Background: an optimization exercise with open tools, aiming at small area, a short achievable clock period and few clock cycles per item. Do not read the settings as production practice.
The RTL was checked by simulation tests, not by an equivalence proof against the original design.

## congestion_window_controller
module congestion_window_controller (
  input  wire logic                 clk,
  input  wire logic                 rst_n,
  input  wire logic                 in_tvalid,
  output logic                      in_tready,
  input  wire logic [63:0]          in_tdata,    
  output logic                      out_tvalid,
  input  wire logic                 out_tready,
  output logic      [15:0]          out_tdata,   
  output logic      [1:0]           out_tuser,   
  input  wire logic                 cfg_valid,
  output logic                      cfg_ready,
  input  wire logic [CFG_IDX_W-1:0] cfg_index,
  input  wire logic [REG_W-1:0]     cfg_data
);
For scale: ~2300 cells after synthesis, roughly 210 flip-flops, roughly 110 I/O pins, ~18000 um2 of cells after synthesis.
Settings: LEC_CHECK=0, CAP_MARGIN=20, CORE_MARGIN=2, CORE_UTILIZATION=40, SETUP_SLACK_MARGIN=2.75, SLEW_MARGIN=20; clock period 6.0 ns.
standard.sh (not shown) runs the stock make flow with config.mk's settings and CLKGATE_MAP_FILE= SYNTH_SCRIPT=/design/flow/synth_recipe.tcl, a recipe that flattens the netlist after the stock synthesis.
==> flow/flow/run.sh <==
#!/bin/bash
# The standard layout (the standard.sh, unchanged synthesis and steps), with the ports
# buffered by a plain buffer (sky130_fd_sc_hd__buf_1) instead of the delay cell buffer_ports
# picks by itself. Every tool's output goes to standard.log here; ORFS's own step logs are under
# orfs/logs/.
set -euo pipefail
export BUFFER_PORTS_ARGS="-buffer_cell sky130_fd_sc_hd__buf_1"
bash standard.sh > standard.log 2>&1
Testbench counts at the start, summed over its fixed seeds: cycles 76,194, items 9,378.
Next try:
--- a/flow/flow/run.sh
+++ b/flow/flow/run.sh
@@ -3 +3 @@
-# buffered by a plain buffer (sky130_fd_sc_hd__buf_1) instead of the delay cell buffer_ports
+# buffered by a plain buffer (sky130_fd_sc_hd__buf_2) instead of the delay cell buffer_ports
@@ -7 +7 @@
-export BUFFER_PORTS_ARGS="-buffer_cell sky130_fd_sc_hd__buf_1"
+export BUFFER_PORTS_ARGS="-buffer_cell sky130_fd_sc_hd__buf_2"
Effect:
- critical path depth shrinks by 2
- area after synthesis is unchanged
- routed wire length fell slightly
- global-route usage increases by 0.13 points
- hold slack gains 0.0039 ns
- setup slack is better by 0.078 ns
- via count went down slightly

---

congestion_window_controller again, from the RTL that the note above started with.
Settings: LEC_CHECK=0, CAP_MARGIN=20, CORE_MARGIN=2, CORE_UTILIZATION=40, SETUP_SLACK_MARGIN=2.5, SLEW_MARGIN=20; clock period 6.0 ns.
==> flow/flow/run.sh <==
#!/bin/bash
# The standard layout (the standard.sh, unchanged synthesis and steps), with the ports
# buffered by a plain buffer (sky130_fd_sc_hd__buf_2) instead of the delay cell buffer_ports
# picks by itself. Every tool's output goes to standard.log here; ORFS's own step logs are under
# orfs/logs/.
set -euo pipefail
export BUFFER_PORTS_ARGS="-buffer_cell sky130_fd_sc_hd__buf_2"
bash standard.sh > standard.log 2>&1
Testbench counts at the start, summed over its fixed seeds: cycles 76,194, items 9,378.
Rerun with:
==> flow/run.sh (new file) <==
#!/bin/bash
# synth_recipe.tcl (not shown) runs the flow's synth.tcl, then flattens the netlist and writes it again
# the make line also repeats each setting of config.mk as NAME=value (left out here)
make -C /OpenROAD-flow-scripts/flow DESIGN_CONFIG=/design/flow/config.mk WORK_HOME=/design/flow/orfs CLKGATE_MAP_FILE= SYNTH_SCRIPT=/design/flow/synth_recipe.tcl finish
removed: flow/flow/run.sh
removed: flow/standard.sh
After rerunning: Routed wire length climbs by 3.7%; cell area rose by 3.8%; area after synthesis does not change; critical path depth is higher by 2; global-route usage came out higher by 0.98 points; worst setup slack degrades by 0.011 ns; die area stays the same; clock-buffer cell count increases by 1.
Rerun with:
==> flow/flow/run.sh (new file) <==
#!/bin/bash
# The standard layout (the standard.sh, unchanged synthesis and steps), with the ports
# buffered by a plain buffer (sky130_fd_sc_hd__buf_2) instead of the delay cell buffer_ports
# picks by itself. Every tool's output goes to standard.log here; ORFS's own step logs are under
# orfs/logs/.
set -euo pipefail
export BUFFER_PORTS_ARGS="-buffer_cell sky130_fd_sc_hd__buf_2"
bash standard.sh > standard.log 2>&1
==> flow/standard.sh (new file) <==
#!/bin/bash
# synth_recipe.tcl (not shown) runs the flow's synth.tcl, then flattens the netlist and writes it again
# the make line also repeats each setting of config.mk as NAME=value (left out here)
make -C /OpenROAD-flow-scripts/flow DESIGN_CONFIG=/design/flow/config.mk WORK_HOME=/design/flow/orfs CLKGATE_MAP_FILE= SYNTH_SCRIPT=/design/flow/synth_recipe.tcl "${@:-finish}"
--- a/flow/config.mk
+++ b/flow/config.mk
@@ -10,2 +10,4 @@
 export CORE_UTILIZATION = 40
+export CTS_BUF_LIST = sky130_fd_sc_hd__clkbuf_4 sky130_fd_sc_hd__clkbuf_8
+export CTS_CLUSTER_SIZE = 20
 export SETUP_SLACK_MARGIN = 2.5
removed: flow/run.sh
=> The new run ran to the end with no violations; worst setup slack hardly moves; utilization drops by 1.6 points; cell count rises by 0.50%.

what the ideal ports hide:
The flow's constraints put no driver on any port. The routed layouts listed below were extracted and timed again, unchanged, in two steps. Step 1, drivers: a clkbuf_16 drives clk and a buf_2 each remaining input, both assumed. Step 2 times the ports against the registers' clock, not the clock port: input delays grow and output delays shrink by t, the midpoint of the rising clock arrivals with the driver on. Three values: ideal ports, drivers, drivers and shift; two values: the first two.
| run | t (ns) | setup slack, ns | latest minus earliest clock arrival (ns) | worst register clock-pin slew, ns | pins driven straight from the clock port |
|---|---|---|---|---|---|
| the first run of note 1 | 0.622 | 2.657 / 2.657 / 2.282 | 0.038 / 0.038 | 0.07 / 0.07 | 1 |
| the second run of note 1 | 0.615 | 2.735 / 2.735 / 2.355 | 0.014 / 0.014 | 0.07 / 0.07 | 1 |
| the first run of note 2 | 0.625 | 2.530 / 2.495 / 2.258 | 0.037 / 0.037 | 0.07 / 0.07 | 1 |
| the second run of note 2 | 0.625 | 2.518 / 2.518 / 2.040 | 0.032 / 0.032 | 0.07 / 0.07 | 1 |
| the third run of note 2 | 0.683 | 2.516 / 2.516 / 2.204 | 0.041 / 0.041 | 0.08 / 0.08 | 1 |
After both steps every run listed still meets setup and hold. For the second run of note 2, which loses most, drivers alone change the setup slack by 0.000 ns; drivers and shift together by -0.478 ns.
